Context: an optimization exercise on an open-source flow, tuned for small area and a short achievable clock period. The choices shown serve that exercise and are no tape-out recipe. Only simulation tests tie the RTL to the original design; equivalence was not proved. Power figures rest on the tool's default switching activity, not on a simulated workload.

## rev 12
// committed_store_buffer
module committed_store_buffer #(
  parameter  int COMMIT_WIDTH = 4,
  parameter  int DEPTH        = 8,
  localparam int CNT_W        = $clog2(DEPTH) + 1
) (
  input  logic                         clk,
  input  logic                         rst,
  input  logic [COMMIT_WIDTH-1:0]      in_valid,
  input  logic [COMMIT_WIDTH*32-1:0]  in_addr,
  input  logic [COMMIT_WIDTH*32-1:0]  in_data,
  input  logic [COMMIT_WIDTH*4-1:0]   in_be,
  output logic [CNT_W-1:0]             free_slots,
  output logic                         empty,
  output logic                         overflow,
  output logic                         mem_req_valid,
  output logic [31:0]                  mem_req_addr,
  output logic [31:0]                  mem_req_data,
  output logic [3:0]                   mem_req_be,
  input  logic                         mem_req_ready,
  input  logic [31:0]                  ld_addr,
  output logic [3:0]                   fwd_mask,
  output logic [31:0]                  fwd_data
);
For scale: roughly 2800 cells after synthesis, about 550 flip-flops, ~32000 um2 of cells after synthesis.
clock: 10.0 ns
lec_check: 0
cap_margin: 20
core_margin: 2
core_utilization: 40
cts_cluster_diameter: 100
cts_cluster_size: 20
setup_slack_margin: 3
slew_margin: 20
synth_hierarchical: 1
run.sh (not shown) runs the stock make flow with config.mk's settings and CLKGATE_MAP_FILE= SYNTH_SCRIPT=/design/flow/synth_recipe.tcl, a recipe that flattens the netlist after the stock synthesis.
[inputs] rev 13 vs rev 12
==> flow/flow/run.sh (new file) <==
#!/bin/bash
# The standard layout (standard.sh, unchanged synthesis and steps), with
# the port buffers that global placement inserts made sky130_fd_sc_hd__buf_1
# instead of the default pick. Every port still gets its own buffer.
set -euo pipefail
export BUFFER_PORTS_ARGS="-buffer_cell sky130_fd_sc_hd__buf_1"
bash standard.sh > standard_make.log 2>&1
==> flow/standard.sh (new file) <==
#!/bin/bash
# synth_recipe.tcl (not shown) runs the flow's synth.tcl, then flattens the netlist and writes it again
# the make line also repeats each setting of config.mk as NAME=value (left out here)
make -C /OpenROAD-flow-scripts/flow DESIGN_CONFIG=/design/flow/config.mk WORK_HOME=/design/flow/orfs CLKGATE_MAP_FILE= SYNTH_SCRIPT=/design/flow/synth_recipe.tcl "${@:-finish}"
removed: flow/run.sh
### Flow results
Per the comparison of rev 13 with rev 12, top achievable clock speed level; total power moved down. Sort rev 12 and rev 13 by wire length of the first global-routing pass desc -> top: rev 12. The clock tree cell share of total cell area of rev 13 and that of rev 12 are within noise of each other.


Another version of the RTL of committed_store_buffer (not shown whole).
For scale: about 560 flip-flops, ~420 I/O pins, ~31,000 µm² of cells after synthesis.
Settings: LEC_CHECK=0, CAP_MARGIN=20, CORE_MARGIN=2, CORE_UTILIZATION=40, CTS_CLUSTER_DIAMETER=100, CTS_CLUSTER_SIZE=20, SETUP_SLACK_MARGIN=4, SLEW_MARGIN=20, SYNTH_HIERARCHICAL=1; clock period 10.0 ns.
standard.sh (not shown) runs the stock make flow with config.mk's settings and CLKGATE_MAP_FILE= SYNTH_SCRIPT=/design/flow/synth_recipe.tcl, a recipe that flattens the netlist after the stock synthesis.
==> flow/flow/run.sh <==
#!/bin/bash
# The standard layout (standard.sh, unchanged synthesis and steps), with
# the port buffers that global placement inserts made sky130_fd_sc_hd__buf_1
# instead of the default pick. Every port still gets its own buffer.
set -euo pipefail
export BUFFER_PORTS_ARGS="-buffer_cell sky130_fd_sc_hd__buf_1"
bash standard.sh > standard_make.log 2>&1
Edit:
==> flow/flow/run.sh (replaced) <==
#!/bin/bash
# The standard layout (standard.sh: unchanged synthesis, steps and
# scripts), run in two parts:
#  - port buffers that global placement inserts are sky130_fd_sc_hd__buf_1
#    instead of the default pick; every port still gets its own buffer;
#  - timing repair aims for 4 ns of setup slack up to and including CTS,
#    and for 0 ns (plain repair of violations) after global routing.
set -euo pipefail
export BUFFER_PORTS_ARGS="-buffer_cell sky130_fd_sc_hd__buf_1"
SETUP_SLACK_MARGIN=4 bash standard.sh cts > standard_to_cts.log 2>&1
SETUP_SLACK_MARGIN=0 bash standard.sh > standard_finish.log 2>&1
--- a/flow/config.mk
+++ b/flow/config.mk
@@ -11,5 +11,4 @@
 export CTS_CLUSTER_DIAMETER = 100
 export CTS_CLUSTER_SIZE = 20
-export SETUP_SLACK_MARGIN = 4
 export SLEW_MARGIN = 20
 export SYNTH_HIERARCHICAL = 1
After rerunning: First-iteration DRC count drops by 5.7%. Clock skew increases by 0.0097 ns. Wire length drops by 0.68%. Clock power barely changes. Sequential power shrinks by about 1%.


The RTL this note starts from:
==> flow/design.v <==
module committed_store_buffer #(
  parameter  int COMMIT_WIDTH = 4,
  parameter  int DEPTH        = 8,
  localparam int CNT_W        = $clog2(DEPTH) + 1
) (
  input  logic                         clk,
  input  logic                         rst,
  input  logic [COMMIT_WIDTH-1:0]      in_valid,
  input  logic [COMMIT_WIDTH*32-1:0]  in_addr,
  input  logic [COMMIT_WIDTH*32-1:0]  in_data,
  input  logic [COMMIT_WIDTH*4-1:0]   in_be,
  output logic [CNT_W-1:0]             free_slots,
  output logic                         empty,
  output logic                         overflow,
  output logic                         mem_req_valid,
  output logic [31:0]                  mem_req_addr,
  output logic [31:0]                  mem_req_data,
  output logic [3:0]                   mem_req_be,
  input  logic                         mem_req_ready,
  input  logic [31:0]                  ld_addr,
  output logic [3:0]                   fwd_mask,
  output logic [31:0]                  fwd_data
);
  logic [3:0] free_q;
  logic       ovf_q;
  logic [3:0] v, p, f;
  assign v    = in_valid;
  assign p[0] = |v;
  assign p[1] = (v[0] & v[1]) | (v[0] & v[2]) | (v[0] & v[3]) |
                (v[1] & v[2]) | (v[1] & v[3]) | (v[2] & v[3]);
  assign p[2] = (v[0] & v[1] & v[2]) | (v[0] & v[1] & v[3]) |
                (v[0] & v[2] & v[3]) | (v[1] & v[2] & v[3]);
  assign p[3] = &v;
  assign f[0] = |free_q;
  assign f[1] = free_q[3] | free_q[2] | free_q[1];
  assign f[2] = free_q[3] | free_q[2] | (free_q[1] & free_q[0]);
  assign f[3] = free_q[3] | free_q[2];
  logic       empty_w, accept, fire;
  logic [2:0] pc;
  assign empty_w = free_q[3];
  assign accept  = &(~p | f);
  assign fire    = !empty_w && mem_req_ready;
  assign pc      = {p[3], p[1] & ~p[3], (p[0] & ~p[1]) | (p[2] & ~p[3])};
  logic [7:0] live;
  for (genvar i = 0; i < 8; i++) begin : g_live
    assign live[i] = (free_q <= 4'(7 - i));
  end
  logic [7:0] bs;
  for (genvar m = 0; m < 8; m++) begin : g_base
    assign bs[m] = (free_q == 4'(8 - m) & !fire) | (free_q == 4'(7 - m) & fire);
  end
  logic [7:0] we;
  for (genvar i = 0; i < 8; i++) begin : g_we
    assign we[i] = accept & ((bs[i] & p[0]) |
                             ((i >= 1) ? bs[i >= 1 ? i - 1 : 0] & p[1] : 1'b0) |
                             ((i >= 2) ? bs[i >= 2 ? i - 2 : 0] & p[2] : 1'b0) |
                             ((i >= 3) ? bs[i >= 3 ? i - 3 : 0] & p[3] : 1'b0));
  end
  always_ff @(posedge clk) begin
    if (rst) begin
      free_q <= 4'd8;
      ovf_q  <= 1'b0;
    end else begin
      free_q <= free_q - (accept ? {1'b0, pc} : 4'd0) + {3'd0, fire};
      if (!accept) ovf_q <= 1'b1;
    end
  end
  logic [3:0] t4, o1, o2, o3;
  assign t4 = bs[3:0] | bs[7:4];
  assign o1 = {2'b0, v[0], ~v[0]};
  assign o2 = {1'b0, v[0] & v[1], v[0] ^ v[1], ~v[0] & ~v[1]};
  assign o3 = {v[0] & v[1] & v[2],
               (v[0] & v[1] & ~v[2]) | (v[0] & ~v[1] & v[2]) | (~v[0] & v[1] & v[2]),
               (v[0] & ~v[1] & ~v[2]) | (~v[0] & v[1] & ~v[2]) | (~v[0] & ~v[1] & v[2]),
               ~v[0] & ~v[1] & ~v[2]};
  logic [67:0] wp [4];
  for (genvar j = 0; j < 4; j++) begin : g_wp
    logic [3:0] tr;
    logic       s0, s1, s2, s3;
    assign tr = {t4[(j + 1) % 4], t4[(j + 2) % 4], t4[(j + 3) % 4], t4[j]};
    assign s0 = v[0] & tr[0];
    assign s1 = v[1] & |(o1 & tr);
    assign s2 = v[2] & |(o2 & tr);
    assign s3 = v[3] & |(o3 & tr);
    for (genvar k = 0; k < 68; k++) begin : g_bit
      logic [3:0] x;
      assign x[0] = k < 32 ? in_addr[k]      : k < 64 ? in_data[k - 32]      : in_be[k - 64];
      assign x[1] = k < 32 ? in_addr[32 + k] : k < 64 ? in_data[32 + k - 32] : in_be[4 + k - 64];
      assign x[2] = k < 32 ? in_addr[64 + k] : k < 64 ? in_data[64 + k - 32] : in_be[8 + k - 64];
      assign x[3] = k < 32 ? in_addr[96 + k] : k < 64 ? in_data[96 + k - 32] : in_be[12 + k - 64];
      csb_ao4 u_ao (.s({s3, s2, s1, s0}), .x(x), .y(wp[j][k]));
    end
  end
  logic [67:0] ent [8];
  for (genvar i = 0; i < 8; i++) begin : g_ent
    logic [67:0] ent_d;
    logic        sw, ss, sh;
    if (i == 0) begin : g_first
      assign sw = we[0] & !rst;
      assign ss = fire & !we[0] & !rst & live[1];
      assign sh = !fire & !we[0] & !rst;
    end else begin : g_rest
      assign sw = we[i];
      assign ss = fire & !we[i];
      assign sh = !fire & !we[i];
    end
    for (genvar k = 0; k < 68; k++) begin : g_bit
      if (i == 7) begin : g_last
        csb_hold u_h (.q(ent[i][k]), .d(wp[i % 4][k]), .we(sw), .wen(!sw), .y(ent_d[k]));
      end else begin : g_mux
        csb_mux3 u_m (.q(ent[i][k]), .qa(ent[i+1][k]), .d(wp[i % 4][k]),
                      .sh(sh), .ss(ss), .sw(sw), .y(ent_d[k]));
      end
    end
    always_ff @(posedge clk)
      ent[i] <= ent_d;
  end
  assign mem_req_addr  = ent[0][31:0];
  assign mem_req_data  = ent[0][63:32];
  assign mem_req_be    = ent[0][67:64];
  assign free_slots    = free_q;
  assign empty         = empty_w;
  assign overflow      = ovf_q;
  assign mem_req_valid = !empty_w;
  logic [7:0] nea, neb;
  for (genvar i = 0; i < 8; i++) begin : g_match
    csb_ne15 u_nea (.a(ent[i][16:2]),  .b(ld_addr[16:2]),  .ne(nea[i]));
    csb_ne15 u_neb (.a(ent[i][31:17]), .b(ld_addr[31:17]), .ne(neb[i]));
  end
  for (genvar b = 0; b < 4; b++) begin : g_byte
    logic [7:0] kb, sel, eq;
    for (genvar i = 0; i < 8; i++) begin : g_k
      assign kb[i] = live[i] & ent[i][64 + b];
      csb_nor2 u_eq (.a(nea[i]), .b(neb[i]), .y(eq[i]));
    end
    for (genvar i = 0; i < 8; i++) begin : g_sel
      if (i == 7) begin : g_top
        assign sel[i] = eq[i] & kb[i];
      end else begin : g_low
        csb_sel #(.N(7 - i)) u_sel (.eqi(eq[i]), .ki(kb[i]), .eo(eq[7:i+1]), .ko(kb[7:i+1]),
                                    .sel(sel[i]));
      end
    end
    csb_or8 u_mask (.s(eq), .x(kb), .y(fwd_mask[b]));
    for (genvar k = 0; k < 8; k++) begin : g_dbit
      csb_ao8 u_ao (.s(sel), .x({ent[7][32 + 8*b + k], ent[6][32 + 8*b + k],
                                 ent[5][32 + 8*b + k], ent[4][32 + 8*b + k],
                                 ent[3][32 + 8*b + k], ent[2][32 + 8*b + k],
                                 ent[1][32 + 8*b + k], ent[0][32 + 8*b + k]}),
                    .y(fwd_data[8*b + k]));
    end
  end
  logic unused_ld_lo;
  assign unused_ld_lo = ^ld_addr[1:0];
endmodule
module csb_mux3 (
  input  logic q,
  input  logic qa,
  input  logic d,
  input  logic sh,
  input  logic ss,
  input  logic sw,
  output logic y
);
  assign y = (q & sh) | (qa & ss) | (d & sw);
endmodule
module csb_hold (
  input  logic q,
  input  logic d,
  input  logic we,
  input  logic wen,
  output logic y
);
  assign y = (q & wen) | (d & we);
endmodule
module csb_ao4 (
  input  logic [3:0] s,
  input  logic [3:0] x,
  output logic       y
);
  assign y = |(s & x);
endmodule
module csb_ao8 (
  input  logic [7:0] s,
  input  logic [7:0] x,
  output logic       y
);
  assign y = |(s & x);
endmodule
module csb_or8 (
  input  logic [7:0] s,
  input  logic [7:0] x,
  output logic       y
);
  assign y = |(s & x);
endmodule
module csb_ne15 (
  input  logic [14:0] a,
  input  logic [14:0] b,
  output logic        ne
);
  assign ne = (a != b);
endmodule
module csb_nor2 (
  input  logic a,
  input  logic b,
  output logic y
);
  assign y = !(a | b);
endmodule
module csb_sel #(
  parameter int N = 7
) (
  input  logic         eqi,
  input  logic         ki,
  input  logic [N-1:0] eo,
  input  logic [N-1:0] ko,
  output logic         sel
);
  assign sel = eqi & ki & ~|(eo & ko);
endmodule
clock: 10.0 ns
lec_check: 0
cap_margin: 20
core_margin: 2
core_utilization: 40
cts_cluster_diameter: 100
cts_cluster_size: 20
slew_margin: 20
synth_hierarchical: 1
tns_end_percent: 0
==> flow/flow/run.sh <==
#!/bin/bash
# The standard layout (standard.sh: unchanged synthesis, steps and
# scripts), run in two parts:
#  - port buffers that global placement inserts are sky130_fd_sc_hd__buf_1
#    instead of the default pick; every port still gets its own buffer;
#  - timing repair aims for 4 ns of setup slack up to and including CTS,
#    and for 0 ns (plain repair of violations) after global routing.
set -euo pipefail
export BUFFER_PORTS_ARGS="-buffer_cell sky130_fd_sc_hd__buf_1"
SETUP_SLACK_MARGIN=4 bash standard.sh cts > standard_to_cts.log 2>&1
SETUP_SLACK_MARGIN=0 bash standard.sh > standard_finish.log 2>&1
The starting point finished with timing, DRC and antenna clean.
Next try:
CORE_UTILIZATION = 55   (was 40)
TNS_END_PERCENT = unset   (was 0)
Outcome:
- synthesized cell count is unchanged
- sequential cell count stays the same
- wire length came out lower by 0.40%
- cell area came out higher by about 2.3%
- combinational power came out higher by about 4%
- via count came out higher by 5.5%
Next try:
CORE_UTILIZATION = 40   (was 55)
The new run finished with timing, DRC and antenna clean.
Global-route usage went down by 13 points.
Sequential power stays flat.
Non-clock buffer count came out lower by 7.
Count of clock-buffer cells in the layout stays the same.
Hold slack gets better by 3.7 ps.
Clock skew goes down by 6.5 ps.
Synthesized area does not change.
Next try:
CORE_UTILIZATION = 65   (was 40)
Cell area hardly moves; wire length falls by 3.7%; hold slack is better by 6.6 ps; global-route usage goes up by 21 points; count of clock-buffer cells in the layout climbs by 1; critical path depth stays the same; combinational power is higher by about 2%; via count rose by 7.8%.
Next try:
==> flow/flow/run.sh (replaced) <==
#!/bin/bash
# The standard layout (standard.sh: unchanged synthesis, steps and
# scripts), run in two parts:
#  - port buffers that global placement inserts are sky130_fd_sc_hd__buf_1
#    instead of the default pick; every port still gets its own buffer;
set -euo pipefail
export BUFFER_PORTS_ARGS="-buffer_cell sky130_fd_sc_hd__buf_1"
SETUP_SLACK_MARGIN=5 bash standard.sh cts > standard_to_cts.log 2>&1
SETUP_SLACK_MARGIN=4 bash standard.sh > standard_finish.log 2>&1
CORE_UTILIZATION = 40   (was 65)
TNS_END_PERCENT = 0   (was unset)
What happened:
- The new run passed the timing, DRC and antenna checks
- combinational power came out lower by about 4%
- sequential share of layout area is about the same
- routed wire length came out higher by 2.8%
Next try:
--- a/flow/flow/run.sh
+++ b/flow/flow/run.sh
@@ -5,2 +5,4 @@
 #    instead of the default pick; every port still gets its own buffer;
+#  - timing repair aims for 5 ns of setup slack up to and including CTS,
+#    and for 0 ns (plain repair of violations) after global routing.
 set -euo pipefail
@@ -8,2 +10,2 @@
 SETUP_SLACK_MARGIN=5 bash standard.sh cts > standard_to_cts.log 2>&1
-SETUP_SLACK_MARGIN=4 bash standard.sh > standard_finish.log 2>&1
+SETUP_SLACK_MARGIN=0 bash standard.sh > standard_finish.log 2>&1
Worst setup slack loses 61 ps; total power barely changes; cell count barely changes; routed wire length stays flat.

-- afterwards: timing with drivers on the ports --
How much do the figures lean on ideal ports? The routed layouts below were timed once more, with nothing changed but the port constraints.
Step 1 (the two cells are an assumption about what drives the block):
set clk [get_ports {clk}]
set_driving_cell -lib_cell sky130_fd_sc_hd__clkbuf_16 $clk
set_driving_cell -lib_cell sky130_fd_sc_hd__buf_2 [delete_from_list [all_inputs] $clk]
Step 2 also shifts input and output timing later by t, the mid clock arrival at the registers, as if the neighbouring blocks saw the same clock.
Slacks: no drivers / after step 1 / after step 2; pairs: no drivers / after step 1.
run	shift t [ns]	slack for setup (ns)	worst setup path at the end	worst register clock-pin slew, ns	worst data-port slew with drivers (ns)
rev 12	0.649	2.979 / 2.917 / 2.577	input to register	0.09 / 0.09	0.12
rev 13	0.645	2.978 / 2.957 / 2.957	input to output	0.09 / 0.09	0.11
the first run of note 2	0.649	3.470 / 3.408 / 3.408	input to output	0.09 / 0.09	0.14
the second run of note 2	0.647	3.424 / 3.356 / 3.214	input to register	0.09 / 0.09	0.14
the first run of note 3	0.697	3.455 / 3.413 / 3.292	input to register	0.10 / 0.10	0.17
the second run of note 3	0.710	3.613 / 3.557 / 3.163	input to register	0.09 / 0.09	0.14
the third run of note 3	0.691	3.544 / 3.490 / 3.380	input to register	0.09 / 0.09	0.14
the fourth run of note 3	0.710	3.577 / 3.531 / 3.023	input to register	0.09 / 0.09	0.21
the fifth run of note 3	0.651	3.612 / 3.539 / 3.475	input to register	0.09 / 0.09	0.16
the sixth run of note 3	0.651	3.551 / 3.473 / 3.438	input to register	0.09 / 0.09	0.16
After both steps setup and hold are still met in every run listed. For the fourth run of note 3, which loses most, drivers alone change the setup slack by -0.046 ns; drivers and shift together by -0.554 ns.
